From an optimization exercise on the open Yosys and OpenROAD flow, aimed at small area, a short achievable clock period and few clock cycles per item; shortcuts taken in it are not production practice.
Only simulation tests tie the RTL to the original design; equivalence was not proved.
Power and IR drop assume default switching activity.

==> job 3089: inputs <==
==> flow/design.v <==
package rmft_pkg;
  localparam logic [9:0] MAX_IP = 10'd1000;
  localparam logic [1:0] RK_DROP    = 2'd0;
  localparam logic [1:0] RK_FORWARD = 2'd1;
  localparam logic [1:0] RK_SEND    = 2'd2;
  localparam logic [2:0] K_FWD     = 3'd0;
  localparam logic [2:0] K_DROP    = 3'd1;
  localparam logic [2:0] K_LEFT    = 3'd2;
  localparam logic [2:0] K_RIGHT   = 3'd3;
  localparam logic [2:0] K_QUERY   = 3'd4;
  localparam logic [2:0] K_SUPPR   = 3'd5;
  localparam logic [2:0] K_DONE    = 3'd6;
  localparam logic [2:0] K_OVF     = 3'd7;
  localparam logic [1:0] OP_LOOKUP = 2'd0;
  localparam logic [1:0] OP_ADD    = 2'd1;
  localparam logic [1:0] OP_RECALC = 2'd2;
  function automatic logic [2:0] rule_res(input logic [1:0] kind, input logic port);
    rule_res = (kind == RK_FORWARD) ? K_FWD :
               (kind == RK_SEND) ? (port ? K_RIGHT : K_LEFT) : K_DROP;
  endfunction
  function automatic logic ge10(input logic [9:0] a, input logic [9:0] b);
    logic r;
    r = 1'b1;
    for (int i = 0; i < 10; i++) r = (a[i] ^ b[i]) ? a[i] : r;
    ge10 = r;
  endfunction
  function automatic logic [1:0] gee10(input logic [9:0] a, input logic [9:0] b);
    logic r;
    logic [9:0] e;
    e = ~(a ^ b);
    r = 1'b1;
    for (int i = 0; i < 10; i++) r = e[i] ? r : a[i];
    gee10 = {r, &e};
  endfunction
  function automatic logic [15:0] low1(input logic [15:0] m);
    logic [15:0] below;
    below[0] = 1'b0;
    for (int i = 1; i < 16; i++) below[i] = below[i-1] | m[i-1];
    low1 = m & ~below;
  endfunction
endpackage
module range_match_flow_table (
  input  logic        clk,
  input  logic        rst_n,
  input  logic        in_valid,
  output logic        in_ready,
  input  logic [63:0] in_data,
  output logic        out_valid,
  input  logic        out_ready,
  output logic [43:0] out_data,
  input  logic        cfg_valid,
  output logic        cfg_ready,
  input  logic [10:0] cfg_data
);
  logic [9:0]  own_lo, own_hi;
  logic [42:0] rules [1:15];        
  logic [15:0] hits  [16];
  logic [19:0] qry   [16];          
  logic [15:1] rv;                  
  logic [15:0] qv;                  
  logic [15:0] pv;                  
  logic [15:0] e0m;                 
  logic        iv;
  logic [1:0]  iop;
  logic [9:0]  a1, a2, b1, b2;
  logic [1:0]  ik;
  logic        ip;
  logic        v2;
  logic [1:0]  op2;
  logic [9:0]  s2, d2;
  logic [1:0]  k2;
  logic        p2;
  logic [15:0] msel2, praw;
  logic        hita2, hitb2, qhita2, qhitb2, dupa2, dupb2;
  logic        pa2, pr2;            
  logic        rbusy;               
  logic [15:0] rrem;                
  logic [15:0] rnew;                
  logic [3:0]  rnidx;
  logic [2:0]  rnkind;
  logic        rovf;
  logic        hv;
  logic [2:0]  hk;
  logic [9:0]  hs, hd;
  logic [3:0]  hidx;
  logic        hinc, hlast;
  logic        ov, sv;
  logic [43:0] od, sd;
  logic adv, p2_go, p1_go;
  assign adv       = !sv;
  assign p2_go     = adv && v2 && !rbusy;           
  assign p1_go     = iv && (!v2 || (adv && !rbusy));  
  assign in_ready  = !iv || !v2 || (!sv && !rbusy);
  assign cfg_ready = 1'b1;
  assign out_valid = ov;
  assign out_data  = od;
  logic [9:0] sl [16], sh [16], dl [16], dh [16];
  logic [1:0] rk [16];
  logic       rp [16];
  always_comb begin
    sl[0] = 10'd0; sh[0] = rmft_pkg::MAX_IP; dl[0] = own_lo; dh[0] = own_hi;
    rk[0] = rmft_pkg::RK_FORWARD; rp[0] = 1'b0;
    for (int i = 1; i < 16; i++)
      {sl[i], sh[i], dl[i], dh[i], rk[i], rp[i]} = rules[i];
  end
  logic [15:0] mraw_n, draw_n, praw_n;
  always_comb begin
    logic [1:0] c1, c2, c3, c4;
    c3 = rmft_pkg::gee10(b1, own_lo);
    c4 = rmft_pkg::gee10(own_hi, b2);
    mraw_n[0] = rmft_pkg::ge10(rmft_pkg::MAX_IP, a2) && c3[1] && c4[1];
    draw_n[0] = a1 == 10'd0 && a2 == rmft_pkg::MAX_IP && c3[0] && c4[0] &&
                ik == rmft_pkg::RK_FORWARD;
    for (int i = 1; i < 16; i++) begin
      c1 = rmft_pkg::gee10(a1, sl[i]);
      c2 = rmft_pkg::gee10(sh[i], a2);
      c3 = rmft_pkg::gee10(b1, dl[i]);
      c4 = rmft_pkg::gee10(dh[i], b2);
      mraw_n[i] = c1[1] && c2[1] && c3[1] && c4[1];
      draw_n[i] = c1[0] && c2[0] && c3[0] && c4[0] && ik == rk[i];
    end
    for (int j = 0; j < 16; j++)
      praw_n[j] = rmft_pkg::ge10(qry[j][19:10], a1) && rmft_pkg::ge10(a2, qry[j][19:10]) &&
                  rmft_pkg::ge10(qry[j][9:0], b1) && rmft_pkg::ge10(b2, qry[j][9:0]);
  end
  logic [15:0] ru, rnext, qnext;
  assign ru    = {rv, 1'b1};
  assign rnext = {rv[14:1], 1'b1, 1'b0} & ~{rv, 1'b1};
  assign qnext = {qv[14:0], 1'b1} & ~qv;
  logic [15:0] msel_n;
  logic        hita_n, hitb_n, qhita_n, qhitb_n, dupa_n, dupb_n;
  always_comb begin
    logic [15:0] m, above;
    m = mraw_n & ru;
    above[15] = 1'b0;
    for (int i = 14; i >= 0; i--) above[i] = above[i+1] | m[i+1];
    msel_n  = m & ~above;
    hita_n  = |m;
    hitb_n  = |(mraw_n & rnext);
    qhita_n = |(praw_n & qv);
    qhitb_n = |(praw_n & qnext);
    dupa_n  = |(draw_n & ru);
    dupb_n  = |(draw_n & rnext);
  end
  logic hit, qhit, record;
  assign hit    = hita2 || (hitb2 && pa2);
  assign qhit   = qhita2 || (qhitb2 && pr2);
  assign record = !hit && !qhit && !qv[15];
  logic [15:0] msel;
  logic [3:0]  midx;
  logic [2:0]  mkind;
  always_comb begin
    msel = (hitb2 && pa2) ? (ru & ~{1'b0, ru[15:1]}) : msel2;
    midx = '0;
    mkind = '0;
    for (int i = 0; i < 16; i++) if (msel[i]) begin
      midx  = midx | 4'(i);
      mkind = mkind | rmft_pkg::rule_res(rk[i], rp[i]);
    end
  end
  logic        rfull, isdup, store;
  logic [15:0] rmask, rlow, rrem_low;
  logic [3:0]  nidx;
  always_comb begin
    rfull = rv[15];
    isdup = dupa2 || (dupb2 && pa2);
    store = !isdup && !rfull;
    rmask = pv & ((store ? praw : 16'd0) | e0m);
    rlow  = rmft_pkg::low1(rmask);
    rrem_low = rmft_pkg::low1(rrem);
    nidx = '0;
    for (int i = 1; i < 16; i++) if (rnext[i]) nidx = nidx | 4'(i);
  end
  logic [15:0] psel;
  logic [19:0] ppair;
  always_comb begin
    psel = rbusy ? rrem_low : rlow;
    ppair = '0;
    for (int j = 0; j < 16; j++) if (psel[j]) ppair = ppair | qry[j];
  end
  logic        p_emit, p_inc, p_last, p_record, p_append;
  logic [2:0]  p_kind;
  logic [9:0]  p_src, p_dst;
  logic [3:0]  p_idx;
  always_comb begin
    p_emit = 1'b0; p_inc = 1'b0; p_last = 1'b1; p_record = 1'b0; p_append = 1'b0;
    p_kind = rmft_pkg::K_DONE; p_src = s2; p_dst = d2; p_idx = '0;
    if (rbusy) begin
      p_emit = 1'b1;
      if (|rrem) begin
        p_inc  = 1'b1;
        p_last = 1'b0;
        p_kind = |(rrem_low & rnew) ? rnkind : rmft_pkg::K_FWD;
        p_idx  = |(rrem_low & rnew) ? rnidx : 4'd0;
        {p_src, p_dst} = ppair;
      end else begin
        p_kind = rovf ? rmft_pkg::K_OVF : rmft_pkg::K_DONE;
        p_src = '0; p_dst = '0;
      end
    end else if (v2) begin
      case (op2)
        rmft_pkg::OP_LOOKUP: begin
          p_emit = 1'b1;
          p_record = record;
          if (hit) begin
            p_inc  = 1'b1;
            p_kind = mkind;
            p_idx  = midx;
          end else if (qhit) p_kind = rmft_pkg::K_SUPPR;
          else if (qv[15]) p_kind = rmft_pkg::K_OVF;
          else p_kind = rmft_pkg::K_QUERY;
        end
        rmft_pkg::OP_ADD: begin
          p_emit = 1'b1;
          p_append = store;
          if (|rmask) begin
            p_inc  = 1'b1;
            p_last = 1'b0;
            p_kind = (store && |(rlow & praw)) ? rmft_pkg::rule_res(k2, p2) : rmft_pkg::K_FWD;
            p_idx  = (store && |(rlow & praw)) ? nidx : 4'd0;
            {p_src, p_dst} = ppair;
          end else begin
            p_kind = (!isdup && rfull) ? rmft_pkg::K_OVF : rmft_pkg::K_DONE;
            p_src = '0; p_dst = '0;
          end
        end
        default: ;
      endcase
    end
  end
  logic [15:0] rslot, qslot;
  assign rslot = (v2 && op2 == rmft_pkg::OP_ADD && store) ? {rnext[14:0], 1'b0} : rnext;
  assign qslot = (v2 && op2 == rmft_pkg::OP_LOOKUP && record) ? {qnext[14:0], 1'b0} : qnext;
  always_ff @(posedge clk) begin
    if (!rst_n) begin
      iv     <= 1'b0;
      own_lo <= 10'd0;
      own_hi <= rmft_pkg::MAX_IP;
    end else if (cfg_valid) begin
      iv  <= 1'b1;
      iop <= rmft_pkg::OP_RECALC;
      a1  <= 10'd0;
      a2  <= rmft_pkg::MAX_IP;
      b1  <= cfg_data[10] ? own_lo : cfg_data[9:0];
      b2  <= cfg_data[10] ? cfg_data[9:0] : own_hi;
      if (cfg_data[10]) own_hi <= cfg_data[9:0];
      else own_lo <= cfg_data[9:0];
    end else if (in_valid && in_ready) begin
      iv  <= 1'b1;
      iop <= in_data[63] ? rmft_pkg::OP_ADD : rmft_pkg::OP_LOOKUP;
      a1  <= in_data[63] ? in_data[42:33] : in_data[62:53];
      a2  <= in_data[63] ? in_data[32:23] : in_data[62:53];
      b1  <= in_data[63] ? in_data[22:13] : in_data[52:43];
      b2  <= in_data[63] ? in_data[12:3]  : in_data[52:43];
      ik  <= in_data[2:1];
      ip  <= in_data[0];
    end else if (p1_go) iv <= 1'b0;
  end
  always_ff @(posedge clk) begin
    if (!rst_n) v2 <= 1'b0;
    else if (p1_go) v2 <= 1'b1;
    else if (p2_go) v2 <= 1'b0;
    if (p1_go) begin
      op2  <= iop;
      s2   <= a1;
      d2   <= b1;
      k2   <= ik;
      p2   <= ip;
      msel2  <= msel_n;
      praw   <= praw_n;
      hita2  <= hita_n;
      hitb2  <= hitb_n;
      qhita2 <= qhita_n;
      qhitb2 <= qhitb_n;
      dupa2  <= dupa_n;
      dupb2  <= dupb_n;
      pa2    <= p2_go && op2 == rmft_pkg::OP_ADD && store;
      pr2    <= p2_go && op2 == rmft_pkg::OP_LOOKUP && record;
    end
    for (int i = 1; i < 16; i++)
      if (iv && iop == rmft_pkg::OP_ADD && rslot[i])
        rules[i] <= {a1, a2, b1, b2, ik, ip};
    for (int j = 0; j < 16; j++)
      if (iv && iop == rmft_pkg::OP_LOOKUP && qslot[j]) qry[j] <= {a1, b1};
  end
  always_ff @(posedge clk) begin
    if (!rst_n) begin
      rv    <= '0;
      qv    <= '0;
      pv    <= '0;
      e0m   <= '0;
      rbusy <= 1'b0;
      hv    <= 1'b0;
    end else if (adv) begin
      hv <= p_emit;
      if (p_emit) begin
        hk    <= p_kind;
        hs    <= p_src;
        hd    <= p_dst;
        hidx  <= p_idx;
        hinc  <= p_inc;
        hlast <= p_last;
      end
      if (rbusy) begin
        rrem <= rrem & ~rrem_low;
        if (!(|rrem)) rbusy <= 1'b0;
      end else if (v2) begin
        if (op2 == rmft_pkg::OP_RECALC) e0m <= praw & pv;
        if (p_record) begin
          qv <= qv | qnext;
          pv <= pv | qnext;
        end
        if (op2 == rmft_pkg::OP_ADD) begin
          pv <= pv & ~rmask;
          if (p_append) rv <= rv | rnext[15:1];
          if (|rmask) begin
            rbusy  <= 1'b1;
            rrem   <= rmask & ~rlow;
            rnew   <= store ? praw : 16'd0;
            rnidx  <= nidx;
            rnkind <= rmft_pkg::rule_res(k2, p2);
            rovf   <= !isdup && rfull;
          end
        end
      end
    end
  end
  logic [15:0] hcur, hnew;
  always_comb begin
    hcur = hits[hidx];
    hnew = (hcur == 16'hFFFF) ? hcur : hcur + 16'd1;
  end
  logic [15:0] hwd;
  assign hwd = rst_n ? hnew : 16'd0;
  always_ff @(posedge clk) begin
    for (int i = 0; i < 16; i++)
      if (!rst_n || (adv && hv && hinc && hidx == 4'(i))) hits[i] <= hwd;
  end
  logic [43:0] hres;
  assign hres = {hk, hs, hd, hidx, hinc ? hnew : 16'd0, hlast};
  logic push, pop;
  assign push = adv && hv;
  assign pop  = ov && out_ready;
  always_ff @(posedge clk) begin
    if (!rst_n) begin
      ov <= 1'b0;
      sv <= 1'b0;
    end else if (!ov || pop) begin
      if (sv) begin
        od <= sd;
        ov <= 1'b1;
        sv <= 1'b0;
      end else if (push) begin
        od <= hres;
        ov <= 1'b1;
      end else ov <= 1'b0;
    end else if (push) begin
      sd <= hres;
      sv <= 1'b1;
    end
  end
endmodule
==> flow/run.sh <==
#!/bin/bash
# synth_recipe.tcl (not shown) runs the flow's synth.tcl, then flattens the netlist and writes it again
# the make line also repeats each setting of config.mk as NAME=value (left out here)
make -C /OpenROAD-flow-scripts/flow DESIGN_CONFIG=/design/flow/config.mk WORK_HOME=/design/flow/orfs CLKGATE_MAP_FILE= SYNTH_SCRIPT=/design/flow/synth_recipe.tcl finish
==> flow/config.mk <==
export PLATFORM = sky130hd
export DESIGN_NAME = range_match_flow_table
export DESIGN_NICKNAME = range_match_flow_table
export VERILOG_FILES = /design/flow/design.v
export SDC_FILE = /design/flow/constraint.sdc
export NUM_CORES = 4
export LEC_CHECK = 0
export ABC_AREA = 1
export CAP_MARGIN = 20
export CORE_MARGIN = 2
export CORE_UTILIZATION = 60
export PLACE_DENSITY = 0.75
export SETUP_SLACK_MARGIN = 5
export SLEW_MARGIN = 20
==> flow/constraint.sdc <==
create_clock -name core_clock -period 9.0 [get_ports {clk}]
set_input_delay 1.8000 -clock core_clock [delete_from_list [all_inputs] [get_ports {clk}]]
set_output_delay 1.8000 -clock core_clock [all_outputs]
set_load 0.01 [all_outputs]
==> inputs of job 7194, as changes to job 3089 <==
--- a/flow/design.v
+++ b/flow/design.v
@@ -233,10 +233,5 @@
   assign qslot = (v2 && op2 == rmft_pkg::OP_LOOKUP && record) ? {qnext[14:0], 1'b0} : qnext;
   always_ff @(posedge clk) begin
-    if (!rst_n) begin
-      iv     <= 1'b0;
-      own_lo <= 10'd0;
-      own_hi <= rmft_pkg::MAX_IP;
-    end else if (cfg_valid) begin
-      iv  <= 1'b1;
+    if (cfg_valid) begin
       iop <= rmft_pkg::OP_RECALC;
       a1  <= 10'd0;
@@ -244,8 +239,5 @@
       b1  <= cfg_data[10] ? own_lo : cfg_data[9:0];
       b2  <= cfg_data[10] ? cfg_data[9:0] : own_hi;
-      if (cfg_data[10]) own_hi <= cfg_data[9:0];
-      else own_lo <= cfg_data[9:0];
     end else if (in_valid && in_ready) begin
-      iv  <= 1'b1;
       iop <= in_data[63] ? rmft_pkg::OP_ADD : rmft_pkg::OP_LOOKUP;
       a1  <= in_data[63] ? in_data[42:33] : in_data[62:53];
@@ -255,5 +247,19 @@
       ik  <= in_data[2:1];
       ip  <= in_data[0];
-    end else if (p1_go) iv <= 1'b0;
+    end
+  end
+  always_ff @(posedge clk) begin
+    if (!rst_n) begin
+      iv     <= 1'b0;
+      own_lo <= 10'd0;
+      own_hi <= rmft_pkg::MAX_IP;
+    end else begin
+      if (cfg_valid) begin
+        if (cfg_data[10]) own_hi <= cfg_data[9:0];
+        else own_lo <= cfg_data[9:0];
+      end
+      if (cfg_valid || (in_valid && in_ready)) iv <= 1'b1;
+      else if (p1_go) iv <= 1'b0;
+    end
   end
   always_ff @(posedge clk) begin
@@ -294,14 +300,5 @@
     end else if (adv) begin
       hv <= p_emit;
-      if (p_emit) begin
-        hk    <= p_kind;
-        hs    <= p_src;
-        hd    <= p_dst;
-        hidx  <= p_idx;
-        hinc  <= p_inc;
-        hlast <= p_last;
-      end
       if (rbusy) begin
-        rrem <= rrem & ~rrem_low;
         if (!(|rrem)) rbusy <= 1'b0;
       end else if (v2) begin
@@ -314,16 +311,27 @@
           pv <= pv & ~rmask;
           if (p_append) rv <= rv | rnext[15:1];
-          if (|rmask) begin
-            rbusy  <= 1'b1;
-            rrem   <= rmask & ~rlow;
-            rnew   <= store ? praw : 16'd0;
-            rnidx  <= nidx;
-            rnkind <= rmft_pkg::rule_res(k2, p2);
-            rovf   <= !isdup && rfull;
-          end
+          if (|rmask) rbusy <= 1'b1;
         end
       end
     end
   end
+  always_ff @(posedge clk) begin
+    if (adv && p_emit) begin
+      hk    <= p_kind;
+      hs    <= p_src;
+      hd    <= p_dst;
+      hidx  <= p_idx;
+      hinc  <= p_inc;
+      hlast <= p_last;
+    end
+    if (adv && rbusy) rrem <= rrem & ~rrem_low;
+    else if (adv && v2 && op2 == rmft_pkg::OP_ADD) begin
+      rrem   <= rmask & ~rlow;
+      rnew   <= store ? praw : 16'd0;
+      rnidx  <= nidx;
+      rnkind <= rmft_pkg::rule_res(k2, p2);
+      rovf   <= !isdup && rfull;
+    end
+  end
   logic [15:0] hcur, hnew;
   always_comb begin
@@ -347,16 +355,11 @@
       sv <= 1'b0;
     end else if (!ov || pop) begin
-      if (sv) begin
-        od <= sd;
-        ov <= 1'b1;
-        sv <= 1'b0;
-      end else if (push) begin
-        od <= hres;
-        ov <= 1'b1;
-      end else ov <= 1'b0;
-    end else if (push) begin
-      sd <= hres;
-      sv <= 1'b1;
-    end
+      ov <= sv || push;
+      sv <= 1'b0;
+    end else if (push) sv <= 1'b1;
+  end
+  always_ff @(posedge clk) begin
+    if (!ov || pop) od <= sv ? sd : hres;
+    else if (push) sd <= hres;
   end
 endmodule
--- a/flow/config.mk
+++ b/flow/config.mk
@@ -9,6 +9,8 @@
 export CAP_MARGIN = 20
 export CORE_MARGIN = 2
-export CORE_UTILIZATION = 60
-export PLACE_DENSITY = 0.75
+export CORE_UTILIZATION = 65
+export CTS_CLUSTER_DIAMETER = 80
+export CTS_CLUSTER_SIZE = 20
+export PLACE_DENSITY = 0.8
 export SETUP_SLACK_MARGIN = 5
 export SLEW_MARGIN = 20
==> inputs of job 3323, as changes to job 3089 <==
--- a/flow/design.v
+++ b/flow/design.v
@@ -71,7 +71,5 @@
   logic [1:0]  k2;
   logic        p2;
-  logic [15:0] msel2, praw;
-  logic        hita2, hitb2, qhita2, qhitb2, dupa2, dupb2;
-  logic        pa2, pr2;            
+  logic [15:0] mraw, draw, praw;
   logic        rbusy;               
   logic [15:0] rrem;                
@@ -124,32 +122,15 @@
                   rmft_pkg::ge10(qry[j][9:0], b1) && rmft_pkg::ge10(b2, qry[j][9:0]);
   end
-  logic [15:0] ru, rnext, qnext;
-  assign ru    = {rv, 1'b1};
-  assign rnext = {rv[14:1], 1'b1, 1'b0} & ~{rv, 1'b1};
-  assign qnext = {qv[14:0], 1'b1} & ~qv;
-  logic [15:0] msel_n;
-  logic        hita_n, hitb_n, qhita_n, qhitb_n, dupa_n, dupb_n;
-  always_comb begin
-    logic [15:0] m, above;
-    m = mraw_n & ru;
-    above[15] = 1'b0;
-    for (int i = 14; i >= 0; i--) above[i] = above[i+1] | m[i+1];
-    msel_n  = m & ~above;
-    hita_n  = |m;
-    hitb_n  = |(mraw_n & rnext);
-    qhita_n = |(praw_n & qv);
-    qhitb_n = |(praw_n & qnext);
-    dupa_n  = |(draw_n & ru);
-    dupb_n  = |(draw_n & rnext);
-  end
-  logic hit, qhit, record;
-  assign hit    = hita2 || (hitb2 && pa2);
-  assign qhit   = qhita2 || (qhitb2 && pr2);
-  assign record = !hit && !qhit && !qv[15];
-  logic [15:0] msel;
+  logic [15:0] ru;
+  assign ru = {rv, 1'b1};
+  logic [15:0] mm, msel;
   logic [3:0]  midx;
   logic [2:0]  mkind;
   always_comb begin
-    msel = (hitb2 && pa2) ? (ru & ~{1'b0, ru[15:1]}) : msel2;
+    logic [15:0] above;
+    mm = mraw & ru;
+    above[15] = 1'b0;
+    for (int i = 14; i >= 0; i--) above[i] = above[i+1] | mm[i+1];
+    msel = mm & ~above;
     midx = '0;
     mkind = '0;
@@ -159,10 +140,14 @@
     end
   end
+  logic [15:0] rnext;      
+  logic [15:0] qnext;      
   logic        rfull, isdup, store;
   logic [15:0] rmask, rlow, rrem_low;
   logic [3:0]  nidx;
   always_comb begin
+    rnext = {rv[14:1], 1'b1, 1'b0} & ~{rv, 1'b1};
+    qnext = {qv[14:0], 1'b1} & ~qv;
     rfull = rv[15];
-    isdup = dupa2 || (dupb2 && pa2);
+    isdup = |(draw & ru);
     store = !isdup && !rfull;
     rmask = pv & ((store ? praw : 16'd0) | e0m);
@@ -202,12 +187,14 @@
         rmft_pkg::OP_LOOKUP: begin
           p_emit = 1'b1;
-          p_record = record;
-          if (hit) begin
+          if (|mm) begin
             p_inc  = 1'b1;
             p_kind = mkind;
             p_idx  = midx;
-          end else if (qhit) p_kind = rmft_pkg::K_SUPPR;
+          end else if (|(praw & qv)) p_kind = rmft_pkg::K_SUPPR;
           else if (qv[15]) p_kind = rmft_pkg::K_OVF;
-          else p_kind = rmft_pkg::K_QUERY;
+          else begin
+            p_kind = rmft_pkg::K_QUERY;
+            p_record = 1'b1;
+          end
         end
         rmft_pkg::OP_ADD: begin
@@ -230,6 +217,8 @@
   end
   logic [15:0] rslot, qslot;
-  assign rslot = (v2 && op2 == rmft_pkg::OP_ADD && store) ? {rnext[14:0], 1'b0} : rnext;
-  assign qslot = (v2 && op2 == rmft_pkg::OP_LOOKUP && record) ? {qnext[14:0], 1'b0} : qnext;
+  assign rslot = (adv && !rbusy && v2 && op2 == rmft_pkg::OP_ADD && p_append) ?
+                 {rnext[14:0], 1'b0} : rnext;
+  assign qslot = (adv && !rbusy && v2 && op2 == rmft_pkg::OP_LOOKUP && p_record) ?
+                 {qnext[14:0], 1'b0} : qnext;
   always_ff @(posedge clk) begin
     if (!rst_n) begin
@@ -267,20 +256,13 @@
       k2   <= ik;
       p2   <= ip;
-      msel2  <= msel_n;
-      praw   <= praw_n;
-      hita2  <= hita_n;
-      hitb2  <= hitb_n;
-      qhita2 <= qhita_n;
-      qhitb2 <= qhitb_n;
-      dupa2  <= dupa_n;
-      dupb2  <= dupb_n;
-      pa2    <= p2_go && op2 == rmft_pkg::OP_ADD && store;
-      pr2    <= p2_go && op2 == rmft_pkg::OP_LOOKUP && record;
+      mraw <= mraw_n;
+      draw <= draw_n;
+      praw <= praw_n;
     end
     for (int i = 1; i < 16; i++)
-      if (iv && iop == rmft_pkg::OP_ADD && rslot[i])
+      if (p1_go && iop == rmft_pkg::OP_ADD && rslot[i])
         rules[i] <= {a1, a2, b1, b2, ik, ip};
     for (int j = 0; j < 16; j++)
-      if (iv && iop == rmft_pkg::OP_LOOKUP && qslot[j]) qry[j] <= {a1, b1};
+      if (p1_go && iop == rmft_pkg::OP_LOOKUP && qslot[j]) qry[j] <= {a1, b1};
   end
   always_ff @(posedge clk) begin
--- a/flow/config.mk
+++ b/flow/config.mk
@@ -6,9 +6,8 @@
 export NUM_CORES = 4
 export LEC_CHECK = 0
-export ABC_AREA = 1
 export CAP_MARGIN = 20
 export CORE_MARGIN = 2
-export CORE_UTILIZATION = 60
-export PLACE_DENSITY = 0.75
+export CORE_UTILIZATION = 50
+export PLACE_DENSITY = 0.65
 export SETUP_SLACK_MARGIN = 5
 export SLEW_MARGIN = 20
==> qor summary <==
quantity                                                         job 7194        job 3323        job 3089
Outcome                                                    finished clean  finished clean  finished clean
Cell area after layout                                         85390 um^2      95770 um^2      89780 um^2
End point of the worst hold path                                   sd[38]          sd[43]          sd[34]
Post-layout nets                                                     8590            7504            9057
Critical Path Stages                                                    5              12              12
Post CTS Setup Buffer Count                                             2              74               2
Power spent charging and discharging nets                        4.036 mW        4.477 mW        4.272 mW
Power after layout                                               14.71 mW        17.56 mW        16.74 mW
Skew-Pair Late Insertion Delay                                     740 ps          860 ps          830 ps
Clock buffer cells                                                    149             210             202
Total track usage                                                  0.4496          0.4283          0.4013
Multi-input combinational cell count                                 5339            4738            5507
Met2 usage                                                         0.6589          0.6103          0.6142
Fin crit share                                                     0.4551          0.4558          0.4457
Part of the power in combinational logic                            0.135           0.096           0.096
Simple-gate area share of the yosys netlist                        0.1913          0.1236          0.2076
Area growth from synthesis to final layout                         8.556%          17.01%          12.79%
Clock-pin slew on the worst setup and hold paths                    80 ps           60 ps           70 ps
Routed length on met1                                            95290 um       139900 um        97680 um
Number of buffer and inverter stages on the critical path               2               3               3
Syn_nets                                                             8531            7209            8880
Non-clock inverter count                                             1094             333            1288
WL met2                                                         118600 um       154700 um       122500 um
Testbench counts of job 3089, summed over its fixed seeds: cycles 4,542, items 4,096.
Testbench counts of job 7194, summed over its fixed seeds: cycles 4,542, items 4,096.
Testbench counts of job 3323, summed over its fixed seeds: cycles 4,542, items 4,096.

[what the ideal ports hide]
The flow's constraints put no driver on any port. The routed layouts listed below were extracted and timed again, unchanged, in two steps.
Step 1 assumes that a clkbuf_16 drives the clock port and a buf_2 every other input.
Step 2, shift: input delay + t, output delay - t, t = (earliest + latest rising clock arrival at the registers) / 2. This alone moves slack from input paths to output paths.
Three values: ideal, step 1, step 2; two values: the first two.
run | t (ns) | setup slack, ns | latest minus earliest clock arrival (ns)
job 3089 | 0.899 | 4.989 / 4.989 / 4.205 | 0.027 / 0.027
job 7194 | 0.811 | 4.904 / 4.823 / 4.689 | 0.029 / 0.030
job 3323 | 0.936 | 4.898 / 4.898 / 4.189 | 0.040 / 0.039
After both steps every run listed still meets setup and hold. The setup slack of job 3089, which loses most, moves by 0.000 ns with the drivers and by -0.784 ns with both steps.
